From an optimization exercise on the open Yosys and OpenROAD flow, aimed at a short achievable clock period and few clock cycles; shortcuts taken in it are not production practice. Function was checked by simulation only, so behaviour that the tests miss may differ from the original. No activity file was given, so power comes from the tool's default toggle rates.

// mipsCore
module mipsCore #(
	parameter mipsCorePkg::word_t resetPc = '0
) (
	input logic clk,
	input logic rstN,
	output mipsCorePkg::word_t instrAddr,
	input mipsCorePkg::word_t instr,
	output mipsCorePkg::word_t dataAddr,
	output mipsCorePkg::word_t dataWrData,
	output logic dataWrEn,
	input mipsCorePkg::word_t dataRdData
);
	typedef mipsCorePkg::word_t word_t;
	typedef mipsCorePkg::regAddr_t regAddr_t;
	word_t pcF;
	word_t instrD, pcPlus4D;
	word_t linkPred;
	localparam int bhtBits = 5;
	logic [1:0] bht [1 << bhtBits];
	logic [bhtBits - 1:0] bhtIdxD, bhtIdxE;
	logic flipD, backE, bneE, brE;
	logic [31:0] rfSelA, rfSelB;
	word_t srcAE, srcBE, srcBxE, srcCE, altPcE;
	logic cinE;
	regAddr_t shamtE, destE;
	logic opAddE, opSubE, opAndE, opOrE, opSltE, opSllE;
	logic loadE, storeE, ctlE, jrE, xorE;
	word_t aluOutM, storeDataM, memAddrM;
	logic loadFwdCE;
	regAddr_t destM;
	logic loadM, storeM;
	word_t resultW;
	regAddr_t destW;
	logic [5:0] opD, fnD;
	regAddr_t rsD, rtD, rdD;
	logic isR, isAddu, isSubu, isAnd, isOr, isSlt, isSll, isJr;
	logic isAddiu, isOri, isLui, isLw, isSw, isBeq, isBne, isJ, isJal;
	logic useA, useB, predTakenD, stallD, misE;
	logic zeroE, resolveD, takenD;
	regAddr_t destD;
	word_t immD, brTargetD, jTargetD, linkD, rdDataA, rdDataB, regAD, regBD, resultM;
	logic fwdAD, fwdBD;
	assign opD = instrD[31:26];
	assign fnD = instrD[5:0];
	assign rsD = instrD[25:21];
	assign rtD = instrD[20:16];
	assign rdD = instrD[15:11];
	assign isR = (opD == 6'h00);
	assign isSll = isR && fnD == 6'h00;
	assign isJr = isR && fnD == 6'h08;
	assign isAddu = isR && fnD == 6'h21;
	assign isSubu = isR && fnD == 6'h23;
	assign isAnd = isR && fnD == 6'h24;
	assign isOr = isR && fnD == 6'h25;
	assign isSlt = isR && fnD == 6'h2a;
	assign isJ = (opD == 6'h02);
	assign isJal = (opD == 6'h03);
	assign isBeq = (opD == 6'h04);
	assign isBne = (opD == 6'h05);
	assign isAddiu = (opD == 6'h09);
	assign isOri = (opD == 6'h0d);
	assign isLui = (opD == 6'h0f);
	assign isLw = (opD == 6'h23);
	assign isSw = (opD == 6'h2b);
	assign useA = (isAddu || isSubu || isAnd || isOr || isSlt || isJr ||
		isAddiu || isOri || isLw || isSw || isBeq || isBne) && rsD != '0;
  ...
Size: roughly 6,500 cells after synthesis, ~1,700 flip-flops, about 160 I/O pins, roughly 77,000 µm² of cells after synthesis.
==> flow/config.mk <==
export PLATFORM = sky130hd
export DESIGN_NAME = mipsCore
export DESIGN_NICKNAME = mipsCore
export VERILOG_FILES = /design/flow/design.v
export SDC_FILE = /design/flow/constraint.sdc
export NUM_CORES = 4
export LEC_CHECK = 0
export CAP_MARGIN = 20
export CORE_MARGIN = 2
export CORE_UTILIZATION = 50
export CTS_CLUSTER_DIAMETER = 80
export CTS_CLUSTER_SIZE = 25
export PLACE_DENSITY = 0.65
export SLEW_MARGIN = 20
==> flow/constraint.sdc <==
create_clock -name core_clock -period 11.0 [get_ports {clk}]
set_input_delay 2.2000 -clock core_clock [delete_from_list [all_inputs] [get_ports {clk}]]
set_output_delay 2.2000 -clock core_clock [all_outputs]
set_load 0.01 [all_outputs]
standard.sh (not shown) runs the stock make flow with config.mk's settings and CLKGATE_MAP_FILE= SYNTH_SCRIPT=/design/flow/synth_recipe.tcl, a recipe that flattens the netlist after the stock synthesis.
==> flow/flow/run.sh <==
#!/bin/bash
# The standard layout (the standard.sh, unchanged synthesis), with the
# timing repair steps aiming for extra setup slack so that the achieved
# period is pushed below the design's period. The SDC is not changed.
set -o pipefail
export SETUP_SLACK_MARGIN=$(cat flow/setup_margin.txt)
cp standard.sh standard.sh.log
bash standard.sh > standard_run.log 2>&1
==> flow/flow/setup_margin.txt <==
7.6
Testbench counts at the start, summed over its fixed seeds: cycles 49,118.
Then changed:
--- a/flow/design.v
+++ b/flow/design.v
@@ -82,16 +82,16 @@
 		| ({32{opSll}} & (b << shamt));
 	assign y = ({32{opAdd || opSub}} & sum) | {rest[31:1], rest[0] | (opSlt & lt)};
 endmodule
 `timescale 1ns/1ps
 module regFile (
 	input logic clk,
 	input logic rstN,
-	input logic [31:0] rdSelA,
-	input logic [31:0] rdSelB,
+	input mipsCorePkg::regAddr_t rdAddrA,
+	input mipsCorePkg::regAddr_t rdAddrB,
 	output mipsCorePkg::word_t rdDataA,
 	output mipsCorePkg::word_t rdDataB,
 	input mipsCorePkg::regAddr_t wrAddr,
 	input mipsCorePkg::word_t wrData
 );
 	mipsCorePkg::word_t regs [32];
 	logic [31:0] written;
@@ -101,22 +101,16 @@
 		else if (wrAddr != '0)
 			written[wrAddr] <= 1'b1;
 	end
 	always_ff @(posedge clk) begin
 		if (wrAddr != '0)
 			regs[wrAddr] <= wrData;
 	end
-	always_comb begin
-		rdDataA = '0;
-		rdDataB = '0;
-		for (int i = 1; i < 32; i++) begin
-			rdDataA = rdDataA | ({32{rdSelA[i] && written[i]}} & regs[i]);
-			rdDataB = rdDataB | ({32{rdSelB[i] && written[i]}} & regs[i]);
-		end
-	end
+	assign rdDataA = written[rdAddrA] ? regs[rdAddrA] : '0;
+	assign rdDataB = written[rdAddrB] ? regs[rdAddrB] : '0;
 endmodule
 `timescale 1ns/1ps
 module mipsCore #(
 	parameter mipsCorePkg::word_t resetPc = '0
 ) (
 	input logic clk,
 	input logic rstN,
@@ -126,21 +120,21 @@
 	output mipsCorePkg::word_t dataWrData,
 	output logic dataWrEn,
 	input mipsCorePkg::word_t dataRdData
 );
 	typedef mipsCorePkg::word_t word_t;
 	typedef mipsCorePkg::regAddr_t regAddr_t;
 	word_t pcF;
-	word_t instrD, pcPlus4D;
+	word_t instrD, pcPlus4D, pcPlus8D;
 	word_t linkPred;
 	localparam int bhtBits = 5;
 	logic [1:0] bht [1 << bhtBits];
 	logic [bhtBits - 1:0] bhtIdxD, bhtIdxE;
 	logic flipD, backE, bneE, brE;
-	logic [31:0] rfSelA, rfSelB;
+	mipsCorePkg::regAddr_t rfAddrA, rfAddrB;
 	word_t srcAE, srcBE, srcBxE, srcCE, altPcE;
 	logic cinE;
 	regAddr_t shamtE, destE;
 	logic opAddE, opSubE, opAndE, opOrE, opSltE, opSllE;
 	logic loadE, storeE, ctlE, jrE, xorE;
 	word_t aluOutM, storeDataM, memAddrM;
 	logic loadFwdCE;
@@ -191,19 +185,19 @@
 			destD = rtD;
 		else if (isJal)
 			destD = 5'd31;
 	end
 	assign immD = isOri ? {16'b0, instrD[15:0]} : {{16{instrD[15]}}, instrD[15:0]};
 	assign brTargetD = pcPlus4D + {{14{instrD[15]}}, instrD[15:0], 2'b00};
 	assign jTargetD = {pcPlus4D[31:28], instrD[25:0], 2'b00};
-	assign linkD = pcPlus4D + 32'd4;
+	assign linkD = pcPlus8D;
 	assign predTakenD = (isBeq || isBne) && (instrD[15] ^ flipD);
 	regFile i_regFile (
 		.clk(clk), .rstN(rstN),
-		.rdSelA(rfSelA), .rdSelB(rfSelB), .rdDataA(rdDataA), .rdDataB(rdDataB),
+		.rdAddrA(rfAddrA), .rdAddrB(rfAddrB), .rdDataA(rdDataA), .rdDataB(rdDataB),
 		.wrAddr(destW), .wrData(resultW)
 	);
 	assign resultM = loadM ? dataRdData : aluOutM;
 	always_comb begin
 		if (destM != '0 && destM == rsD)
 			regAD = resultM;
 		else if (destW != '0 && destW == rsD)
@@ -258,17 +252,18 @@
 					linkPred <= linkD;
 			end
 		end
 	end
 	always_ff @(posedge clk) begin
 		if (!stallD) begin
 			pcPlus4D <= pcPlus4F;
+			pcPlus8D <= pcF + 32'd8;
 			bhtIdxD <= pcF[bhtBits + 1:2];
-			rfSelA <= 32'd1 << instr[25:21];
-			rfSelB <= 32'd1 << instr[20:16];
+			rfAddrA <= instr[25:21];
+			rfAddrB <= instr[20:16];
 		end
 	end
 	word_t fetchAddr;
 	always_ff @(posedge clk) begin
 		fetchAddr <= rstN ? pcNextF : resetPc;
 	end
 	always_ff @(posedge clk or negedge rstN) begin
Effect: The new run went through all stages and came out clean. Area after synthesis is higher by 6.5%. Maximum frequency came out lower by 2.5%. Cell count is lower by 6.8%. Count of clock-buffer cells in the layout is lower by 11. Wire length decreases by 19%. Synthesized cell count goes down by 12%. Final area grows by 6.2%. Power rises by 1.2%. Sequential power came out higher by about 2%.
Testbench counts after the change, summed over its fixed seeds: cycles 49,118.

---

Setup of oak:
Starting RTL as in the previous note.
export LEC_CHECK = 0
export CAP_MARGIN = 20
export CORE_MARGIN = 2
export CORE_UTILIZATION = 40
export CTS_CLUSTER_DIAMETER = 80
export CTS_CLUSTER_SIZE = 25
export PLACE_DENSITY = 0.55
export SLEW_MARGIN = 20
create_clock -name core_clock -period 11.0 [get_ports {clk}]
Scripts as last shown in full above: flow/flow/run.sh, flow/flow/setup_margin.txt
Testbench counts of oak, summed over its fixed seeds: cycles 49,118.
What pine does differently from oak at the input level:
-- flow/design.v --
<<< oak, line 87
	input logic clk,
	input logic rstN,
	input logic [31:0] rdSelA,
	input logic [31:0] rdSelB,
	output mipsCorePkg::word_t rdDataA,
	output mipsCorePkg::word_t rdDataB,
>>> pine, line 87
	input logic clk,
	input logic rstN,
	input mipsCorePkg::regAddr_t rdAddrA,
	input mipsCorePkg::regAddr_t rdAddrB,
	output mipsCorePkg::word_t rdDataA,
	output mipsCorePkg::word_t rdDataB,
<<< oak, line 106
			regs[wrAddr] <= wrData;
	end
	always_comb begin
		rdDataA = '0;
		rdDataB = '0;
		for (int i = 1; i < 32; i++) begin
			rdDataA = rdDataA | ({32{rdSelA[i] && written[i]}} & regs[i]);
			rdDataB = rdDataB | ({32{rdSelB[i] && written[i]}} & regs[i]);
		end
	end
endmodule
`timescale 1ns/1ps
>>> pine, line 106
			regs[wrAddr] <= wrData;
	end
	assign rdDataA = written[rdAddrA] ? regs[rdAddrA] : '0;
	assign rdDataB = written[rdAddrB] ? regs[rdAddrB] : '0;
endmodule
`timescale 1ns/1ps
<<< oak, line 137
	logic [bhtBits - 1:0] bhtIdxD, bhtIdxE;
	logic flipD, backE, bneE, brE;
	logic [31:0] rfSelA, rfSelB;
	word_t srcAE, srcBE, srcBxE, srcCE, altPcE;
	logic cinE;
>>> pine, line 131
	logic [bhtBits - 1:0] bhtIdxD, bhtIdxE;
	logic flipD, backE, bneE, brE;
	mipsCorePkg::regAddr_t rfAddrA, rfAddrB;
	word_t srcAE, srcBE, srcBxE, srcCE, altPcE;
	logic cinE;
<<< oak, line 200
	regFile i_regFile (
		.clk(clk), .rstN(rstN),
		.rdSelA(rfSelA), .rdSelB(rfSelB), .rdDataA(rdDataA), .rdDataB(rdDataB),
		.wrAddr(destW), .wrData(resultW)
	);
>>> pine, line 194
	regFile i_regFile (
		.clk(clk), .rstN(rstN),
		.rdAddrA(rfAddrA), .rdAddrB(rfAddrB), .rdDataA(rdDataA), .rdDataB(rdDataB),
		.wrAddr(destW), .wrData(resultW)
	);
<<< oak, line 264
			pcPlus4D <= pcPlus4F;
			bhtIdxD <= pcF[bhtBits + 1:2];
			rfSelA <= 32'd1 << instr[25:21];
			rfSelB <= 32'd1 << instr[20:16];
		end
	end
>>> pine, line 258
			pcPlus4D <= pcPlus4F;
			bhtIdxD <= pcF[bhtBits + 1:2];
			rfAddrA <= instr[25:21];
			rfAddrB <= instr[20:16];
		end
	end
==> run notes <==
pine has final instance count without filler cells below what oak had. Lower met2 global-route usage among pine and oak: pine. Looking at destination of the critical timing path, the instrAddr[31] result is from pine; the fetchAddr[21] one comes from oak. [pine vs oak] share of synthesized area spent on multiplexers: higher in pine. When pine is measured against oak, its all-layer global routing usage turns out 8.3 points lower. From oak to pine the numbers moved as follows: share of the synthesized area in compound gates (AO/OA/AOI/OAI) lower, internal portion of total power grew by about 4%. Sort pine and oak by flip-flop and latch count, descending, and oak comes first. pine: no failed stages, no open violations at the end. Wire length improves in pine relative to oak. Relative to oak, sequential share of power has gone down in pine.
Testbench counts of pine, summed over its fixed seeds: cycles 49,118.

-- re-timing with driven ports --
How much do the figures lean on ideal ports? The routed layouts below were timed once more, with nothing changed but the port constraints. Step 1, drivers: a clkbuf_16 drives clk and a buf_2 each remaining input, both assumed. Step 2 also shifts input and output timing later by t, the mid clock arrival at the registers, as if the neighbouring blocks saw the same clock. Three values: ideal ports, drivers, drivers and shift; two values: the first two.
run | t, ns | setup slack, ns | worst register clock-pin slew, ns
the first run of note 1 | 0.840 | 7.413 / 7.413 / 6.744 | 0.11 / 0.11
the second run of note 1 | 0.826 | 7.321 / 7.321 / 6.715 | 0.11 / 0.11
oak | 0.889 | 7.298 / 7.298 / 6.837 | 0.11 / 0.11
pine | 0.897 | 7.446 / 7.363 / 6.725 | 0.10 / 0.10
After both steps setup and hold are still met in every run listed. The setup slack of pine, which loses most, moves by -0.083 ns with the drivers and by -0.721 ns with both steps.
